From an optimization exercise on the open Yosys and OpenROAD flow, aimed at small area, a short achievable clock period and few clock cycles per item; shortcuts taken in it are not production practice.
In this exercise RTL edits were held to simulation tests only and were not proved equivalent to the original.

==> v31 <==
## ooo_core
module ooo_core (
    input  logic       clk,
    input  logic       rst,
    input  logic       in_valid,
    input  logic [2:0] in_op,
    input  logic [2:0] in_dst,
    input  logic [2:0] in_src_a,
    input  logic [2:0] in_src_b,
    input  logic [7:0] in_imm,
    output logic       retire_valid,
    output logic [2:0] retire_dst,
    output logic [7:0] retire_value
);
==> module ooo_core, before the edit <==
module ooo_core (
    input  logic       clk,
    input  logic       rst,
    input  logic       in_valid,
    input  logic [2:0] in_op,
    input  logic [2:0] in_dst,
    input  logic [2:0] in_src_a,
    input  logic [2:0] in_src_b,
    input  logic [7:0] in_imm,
    output logic       retire_valid,
    output logic [2:0] retire_dst,
    output logic [7:0] retire_value
);
    logic       x_valid;
    logic       x_ldi;
    logic [2:0] x_dst;
    logic [1:0] x_op;
    logic [7:0] x_sel_a;
    logic [7:0] x_sel_b;
    logic       rst_q;
    logic [7:0] regfile [8];
    logic       ldi;
    logic [7:0] dec_a;
    logic [7:0] dec_b;
    logic [7:0] a;
    logic [7:0] b;
    logic [7:0] sum;
    logic [7:0] result;
    logic [7:0] wen;
    assign ldi = in_op[2];
    for (genvar r = 0; r < 8; r++) begin : g_dec
        assign dec_a[r] = in_src_a == 3'(r);
        assign dec_b[r] = in_src_b == 3'(r);
    end
    always_ff @(posedge clk) begin
        rst_q <= rst;
        x_valid <= in_valid && !rst;
        x_ldi <= ldi && !rst;
        x_dst <= in_dst;
        x_op <= in_op[1:0];
        x_sel_a <= rst ? 8'd0 : ldi ? in_imm : dec_a;
        x_sel_b <= rst ? 8'd0 : dec_b;
    end
    always_comb begin
        a = '0;
        b = '0;
        for (int r = 0; r < 8; r++) begin
            a = a | (regfile[r] & {8{x_sel_a[r]}});
            b = b | (regfile[r] & {8{x_sel_b[r]}});
        end
    end
    logic [7:0] bx;
    logic [7:0] gen;
    logic [7:0] pg_p [4];
    logic [7:0] pg_g [4];
    logic       sub;
    assign sub = x_op[0] && !x_op[1];
    assign bx = b ^ {8{sub}};
    assign gen = a & bx;
    always_comb begin
        pg_p[0] = a ^ bx;
        pg_g[0] = gen;
        pg_g[0][0] = gen[0] | (pg_p[0][0] & sub);
        for (int l = 0; l < 3; l++) begin
            for (int i = 0; i < 8; i++) begin
                if (i >= (1 << l)) begin
                    pg_g[l+1][i] = pg_g[l][i] | (pg_p[l][i] & pg_g[l][i-(1<<l)]);
                    pg_p[l+1][i] = pg_p[l][i] & pg_p[l][i-(1<<l)];
                end else begin
                    pg_g[l+1][i] = pg_g[l][i];
                    pg_p[l+1][i] = pg_p[l][i];
                end
            end
        end
        sum[0] = pg_p[0][0] ^ sub;
        for (int i = 1; i < 8; i++) begin
            sum[i] = pg_p[0][i] ^ pg_g[3][i-1];
        end
    end
    always_comb begin
        if (x_ldi) begin
            result = x_sel_a;
        end else begin
            case (x_op)
                2'd2:    result = gen;
                2'd3:    result = pg_p[0];
                default: result = sum;
            endcase
        end
    end
    for (genvar r = 0; r < 8; r++) begin : g_wen
        assign wen[r] = rst_q || (x_valid && x_dst == 3'(r));
    end
    always_ff @(posedge clk) begin
        for (int r = 0; r < 8; r++) begin
            if (wen[r]) begin
                regfile[r] <= result;
            end
        end
    end
    always_ff @(posedge clk) begin
        retire_valid <= x_valid && !rst;
        retire_dst <= x_dst;
        retire_value <= result;
    end
endmodule
export LEC_CHECK = 0
export ABC_AREA = 1
export CAP_MARGIN = 20
export CORE_MARGIN = 2
export CORE_UTILIZATION = 40
export PLACE_DENSITY = 0.6
export SETUP_SLACK_MARGIN = 5
export SLEW_MARGIN = 20
export TNS_END_PERCENT = 10
create_clock -name core_clock -period 8.0 [get_ports {clk}]
standard.sh (not shown) runs the stock make flow with config.mk's settings and CLKGATE_MAP_FILE= SYNTH_SCRIPT=/design/flow/synth_recipe.tcl, a recipe that flattens the netlist after the stock synthesis.
==> flow/flow/run.sh <==
#!/bin/bash
# The standard layout, with three changes:
#  - synthesis maps logic with an area-oriented ABC script (flow/area.abc) and
#    without ORFS's half/full-adder cell mapping; registers are mapped exactly
#    as in the standard synthesis, which runs the same script otherwise;
#  - timing repair aims below the limit the standard settings allow;
#  - ports are buffered with buf_2 cells instead of the cell buffer_ports picks.
# Each step's full log is in orfs/logs; make's own output is in standard_flow.log.
set -euo pipefail
here=$(pwd)
export MY_ABC_SCRIPT=$here/flow/area.abc
bash standard.sh SYNTH_SCRIPT=$here/flow/synth.tcl ADDER_MAP_FILE= SETUP_SLACK_MARGIN=${MARGIN:-6.0} "BUFFER_PORTS_ARGS=-buffer_cell sky130_fd_sc_hd__buf_2" finish > standard_flow.log 2>&1
==> flow/flow/area.abc <==
strash
ifraig
scorr
dc2
strash
&get -n
&dch -f
&nf
&put
topo
stime -c
==> flow/flow/synth.tcl <==
proc synth {args} { yosys synth -nofsm -noshare {*}$args }
# Map logic with the area-oriented ABC script given in MY_ABC_SCRIPT instead of ORFS's
proc abc {args} {
  set i [lsearch -exact $args -script]
  if {$i >= 0} { set args [lreplace $args $i [expr {$i + 1}] -script $::env(MY_ABC_SCRIPT)] }
  yosys abc {*}$args
}
source $::env(SCRIPTS_DIR)/synth.tcl
# left out here: clear keep_hierarchy, flatten, clean up, hide names made inside functions, write 1_2_yosys.v
==> v16 (differences from v31) <==
--- a/flow/design.v
+++ b/flow/design.v
@@ -19,12 +19,10 @@
     logic       x_valid;
-    logic       x_ldi;
     logic [2:0] x_dst;
     logic [1:0] x_op;
-    logic [7:0] x_sel_a;
-    logic [7:0] x_sel_b;
-    logic       rst_q;
+    logic [7:0] x_a;
+    logic [7:0] x_b;
+    logic       x_fwd_a;
+    logic       x_fwd_b;
     logic [7:0] regfile [8];
     logic       ldi;
-    logic [7:0] dec_a;
-    logic [7:0] dec_b;
     logic [7:0] a;
@@ -33,7 +31,19 @@
     logic [7:0] result;
+    logic [7:0] wdata;
     logic [7:0] wen;
+    logic       rst_q;
+    logic [7:0] sel_a;
+    logic [7:0] sel_b;
+    logic [7:0] rd_a;
+    logic [7:0] rd_b;
     assign ldi = in_op[2];
-    for (genvar r = 0; r < 8; r++) begin : g_dec
-        assign dec_a[r] = in_src_a == 3'(r);
-        assign dec_b[r] = in_src_b == 3'(r);
+    always_comb begin
+        rd_a = '0;
+        rd_b = '0;
+        for (int r = 0; r < 8; r++) begin
+            sel_a[r] = !rst_q && in_src_a == 3'(r);
+            sel_b[r] = !rst_q && !ldi && in_src_b == 3'(r);
+            rd_a = rd_a | (regfile[r] & {8{sel_a[r]}});
+            rd_b = rd_b | (regfile[r] & {8{sel_b[r]}});
+        end
     end
@@ -42,18 +52,12 @@
         x_valid <= in_valid && !rst;
-        x_ldi <= ldi && !rst;
         x_dst <= in_dst;
-        x_op <= in_op[1:0];
-        x_sel_a <= rst ? 8'd0 : ldi ? in_imm : dec_a;
-        x_sel_b <= rst ? 8'd0 : dec_b;
+        x_op <= ldi ? 2'd0 : in_op[1:0];
+        x_a <= ldi ? in_imm : rd_a;
+        x_b <= rd_b;
+        x_fwd_a <= !ldi && x_valid && in_src_a == x_dst;
+        x_fwd_b <= !ldi && x_valid && in_src_b == x_dst;
     end
-    always_comb begin
-        a = '0;
-        b = '0;
-        for (int r = 0; r < 8; r++) begin
-            a = a | (regfile[r] & {8{x_sel_a[r]}});
-            b = b | (regfile[r] & {8{x_sel_b[r]}});
-        end
-    end
+    assign a = x_fwd_a ? retire_value : x_a;
+    assign b = x_fwd_b ? retire_value : x_b;
     logic [7:0] bx;
-    logic [7:0] gen;
     logic [7:0] pg_p [4];
@@ -61,2 +65,3 @@
     logic       sub;
+    logic [7:0] gen;
     assign sub = x_op[0] && !x_op[1];
@@ -85,12 +90,9 @@
     always_comb begin
-        if (x_ldi) begin
-            result = x_sel_a;
-        end else begin
-            case (x_op)
-                2'd2:    result = gen;
-                2'd3:    result = pg_p[0];
-                default: result = sum;
-            endcase
-        end
+        case (x_op)
+            2'd2:    result = gen;
+            2'd3:    result = pg_p[0];
+            default: result = sum;
+        endcase
     end
+    assign wdata = rst_q ? 8'd0 : result;
     for (genvar r = 0; r < 8; r++) begin : g_wen
@@ -101,3 +103,3 @@
             if (wen[r]) begin
-                regfile[r] <= result;
+                regfile[r] <= wdata;
             end
--- a/flow/flow/run.sh
+++ b/flow/flow/run.sh
@@ -11,2 +11,2 @@
 export MY_ABC_SCRIPT=$here/flow/area.abc
-bash standard.sh SYNTH_SCRIPT=$here/flow/synth.tcl ADDER_MAP_FILE= SETUP_SLACK_MARGIN=${MARGIN:-6.0} "BUFFER_PORTS_ARGS=-buffer_cell sky130_fd_sc_hd__buf_2" finish > standard_flow.log 2>&1
+bash standard.sh SYNTH_SCRIPT=$here/flow/synth.tcl ADDER_MAP_FILE= SETUP_SLACK_MARGIN=${MARGIN:-5.4} "BUFFER_PORTS_ARGS=-buffer_cell sky130_fd_sc_hd__buf_2" finish > standard_flow.log 2>&1
--- a/flow/config.mk
+++ b/flow/config.mk
@@ -14,2 +14,2 @@
 export SLEW_MARGIN = 20
-export TNS_END_PERCENT = 10
+export TNS_END_PERCENT = 100
==> v7 (differences from v31) <==
--- a/flow/config.mk
+++ b/flow/config.mk
@@ -10,4 +10,4 @@
 export CORE_MARGIN = 2
-export CORE_UTILIZATION = 40
-export PLACE_DENSITY = 0.6
+export CORE_UTILIZATION = 65
+export PLACE_DENSITY = 0.85
 export SETUP_SLACK_MARGIN = 5
==> v13 (differences from v31) <==
==> flow/design.v (replaced) <==
package ooo_pkg;
    localparam int DATA_W    = 8;
    localparam int REG_COUNT = 8;
endpackage
`timescale 1ns/1ps
module ooo_core (
    input  logic       clk,
    input  logic       rst,
    input  logic       in_valid,
    input  logic [2:0] in_op,
    input  logic [2:0] in_dst,
    input  logic [2:0] in_src_a,
    input  logic [2:0] in_src_b,
    input  logic [7:0] in_imm,
    output logic       retire_valid,
    output logic [2:0] retire_dst,
    output logic [7:0] retire_value
);
    logic       x_valid;
    logic [2:0] x_dst;
    logic [1:0] x_op;
    logic [7:0] x_a;
    logic [7:0] x_b;
    logic       x_fwd_a;
    logic       x_fwd_b;
    logic [7:0] regfile [8];
    logic       ldi;
    logic [7:0] a;
    logic [7:0] b;
    logic [7:0] sum;
    logic [7:0] result;
    logic [7:0] wdata;
    logic [7:0] wen;
    logic       rst_q;
    logic [7:0] sel_a;
    logic [7:0] sel_b;
    logic [7:0] rd_a;
    logic [7:0] rd_b;
    assign ldi = in_op[2];
    always_comb begin
        rd_a = '0;
        rd_b = '0;
        for (int r = 0; r < 8; r++) begin
            sel_a[r] = !rst_q && in_src_a == 3'(r);
            sel_b[r] = !rst_q && !ldi && in_src_b == 3'(r);
            rd_a = rd_a | (regfile[r] & {8{sel_a[r]}});
            rd_b = rd_b | (regfile[r] & {8{sel_b[r]}});
        end
    end
    always_ff @(posedge clk) begin
        rst_q <= rst;
        x_valid <= in_valid && !rst;
        x_dst <= in_dst;
        x_op <= ldi ? 2'd0 : in_op[1:0];
        x_a <= ldi ? in_imm : rd_a;
        x_b <= rd_b;
        x_fwd_a <= !ldi && x_valid && in_src_a == x_dst;
        x_fwd_b <= !ldi && x_valid && in_src_b == x_dst;
    end
    assign a = x_fwd_a ? retire_value : x_a;
    assign b = x_fwd_b ? retire_value : x_b;
    assign sum = a + (b ^ {8{x_op[0]}}) + {7'd0, x_op[0]};
    always_comb begin
        case (x_op)
            2'd2:    result = a & b;
            2'd3:    result = a ^ b;
            default: result = sum;
        endcase
    end
    assign wdata = rst_q ? 8'd0 : result;
    for (genvar r = 0; r < 8; r++) begin : g_wen
        assign wen[r] = rst_q || (x_valid && x_dst == 3'(r));
    end
    always_ff @(posedge clk) begin
        for (int r = 0; r < 8; r++) begin
            if (wen[r]) begin
                regfile[r] <= wdata;
            end
        end
    end
    always_ff @(posedge clk) begin
        retire_valid <= x_valid && !rst;
        retire_dst <= x_dst;
        retire_value <= result;
    end
endmodule
==> flow/flow/run.sh (replaced) <==
#!/bin/bash
# The standard layout, with two changes:
#  - synthesis maps logic with an area-oriented ABC script (flow/area.abc) and
#    without ORFS's half/full-adder cell mapping; registers are mapped exactly
#    as in the standard synthesis, which runs the same script otherwise;
#  - timing repair aims below the limit the standard settings allow.
# Each step's full log is in orfs/logs; make's own output is in standard_flow.log.
set -euo pipefail
here=$(pwd)
export MY_ABC_SCRIPT=$here/flow/area.abc
bash standard.sh SYNTH_SCRIPT=$here/flow/synth.tcl ADDER_MAP_FILE= SETUP_SLACK_MARGIN=${MARGIN:-6.0} finish > standard_flow.log 2>&1
==> flow_summary.ini <==
[floorplan]
row_count = 28
initial_core_util_pct = 67.3

[sta]
timing.hold.ws_ns = 0.441

[worst_setup_path]
path_buf_inv = 0
cp_slowest_stage_delay_ns = 0.40
cp.required_ns = 8.19

[status]
status = complete, no violations

[route]
routed-wl-met2_um = 4760

[layout]
final_cells = 424

[placement]
dp_hpwl_um = 6660

[power_and_ir_drop]
powerSeq_mw = 0.759

[global_routing]
grtUsageMet1_pct = 44.4
the above is filed under v7

==> flow_summary.ini <==
[status]
status = complete, no violations

[worst_setup_path]
cp.required_ns = 8.07
path_buf_inv = 1
rr_worst_depth = 11
cp_slowest_stage_delay_ns = 0.39

[route]
routed-wl-met2_um = 5460
wl_met3_um = 933

[synth]
synth_nets = 358

[global_routing]
grt_max_degree = 24
grtUsageMet1_pct = 28.7

[layout]
final_cells = 547

[floorplan]
initial_core_util_pct = 41.3
n_tap_cell = 136
row_count = 37

[sta]
timing.hold.ws_ns = 0.450
the above is filed under v13

==> flow_summary.ini <==
[floorplan]
row_count = 36

[worst_setup_path]
cp.required_ns = 8.11
cp_slowest_stage_delay_ns = 0.45
path_buf_inv = 2

[global_routing]
grtUsageMet1_pct = 29.2

[power_and_ir_drop]
powerSeq_mw = 0.757

[status]
status = complete, no violations

[placement]
dp_hpwl_um = 7000

[cts]
cts_hold_buf = 0

[sta]
timing.hold.ws_ns = 0.427

[layout]
final_cells = 483

[synth]
synth.area.mux_share_pct = 0.283

[route]
drc = 0
routed-wl-met2_um = 4610
the above is filed under v31

==> flow_summary.ini <==
[floorplan]
row_count = 37
initial_core_util_pct = 40.9

[sta]
timing.hold.ws_ns = 0.446
fmax_mhz = 369

[worst_setup_path]
cp.required_ns = 8.27
path_buf_inv = 1
cp_slowest_stage_delay_ns = 0.50

[placement]
dp_hpwl_um = 7500

[layout]
final_cells = 527
area_dominant_class = flip-flops and latches

[global_routing]
grtUsageMet1_pct = 26.4

[status]
status = complete, no violations
the above is filed under v16

Testbench counts of v31, summed over its fixed seeds: cycles 4,816, items 4,800.
Testbench counts of v16, summed over its fixed seeds: cycles 4,816, items 4,800.
Testbench counts of v7, summed over its fixed seeds: cycles 4,816, items 4,800.
Testbench counts of v13, summed over its fixed seeds: cycles 4,816, items 4,800.

-- port drivers added, routing unchanged --
Ports are ideal in the flow. The routed layouts listed here were re-timed in OpenROAD. Step 1, drivers: a clkbuf_16 drives clk and a buf_2 each remaining input, both assumed. Step 2 moves the port delays by t, midway between the first and last clock arrival at a register: inputs arrive t later, outputs are due t later. That takes back most of the time a late clock gives input paths. Three values: no drivers, after step 1, after step 2; two values: the first two.
run | shift t [ns] | setup WS [ns] | worst setup path after step 2 | latest minus earliest clock arrival (ns) | cell pins on the clock port's net
v31 | 0.381 | 4.981 / 4.981 / 4.981 | register to register | 0.013 / 0.013 | 1
v16 | 0.381 | 5.288 / 5.305 / 4.924 | input to register | 0.021 / 0.021 | 1
v7 | 0.394 | 5.002 / 5.002 / 5.002 | register to register | 0.011 / 0.012 | 1
v13 | 0.385 | 5.329 / 5.329 / 5.150 | input to register | 0.010 / 0.009 | 1
After both steps every run listed still meets setup and hold. For v16, which loses most, drivers alone change the setup slack by +0.017 ns; drivers and shift together by -0.364 ns.
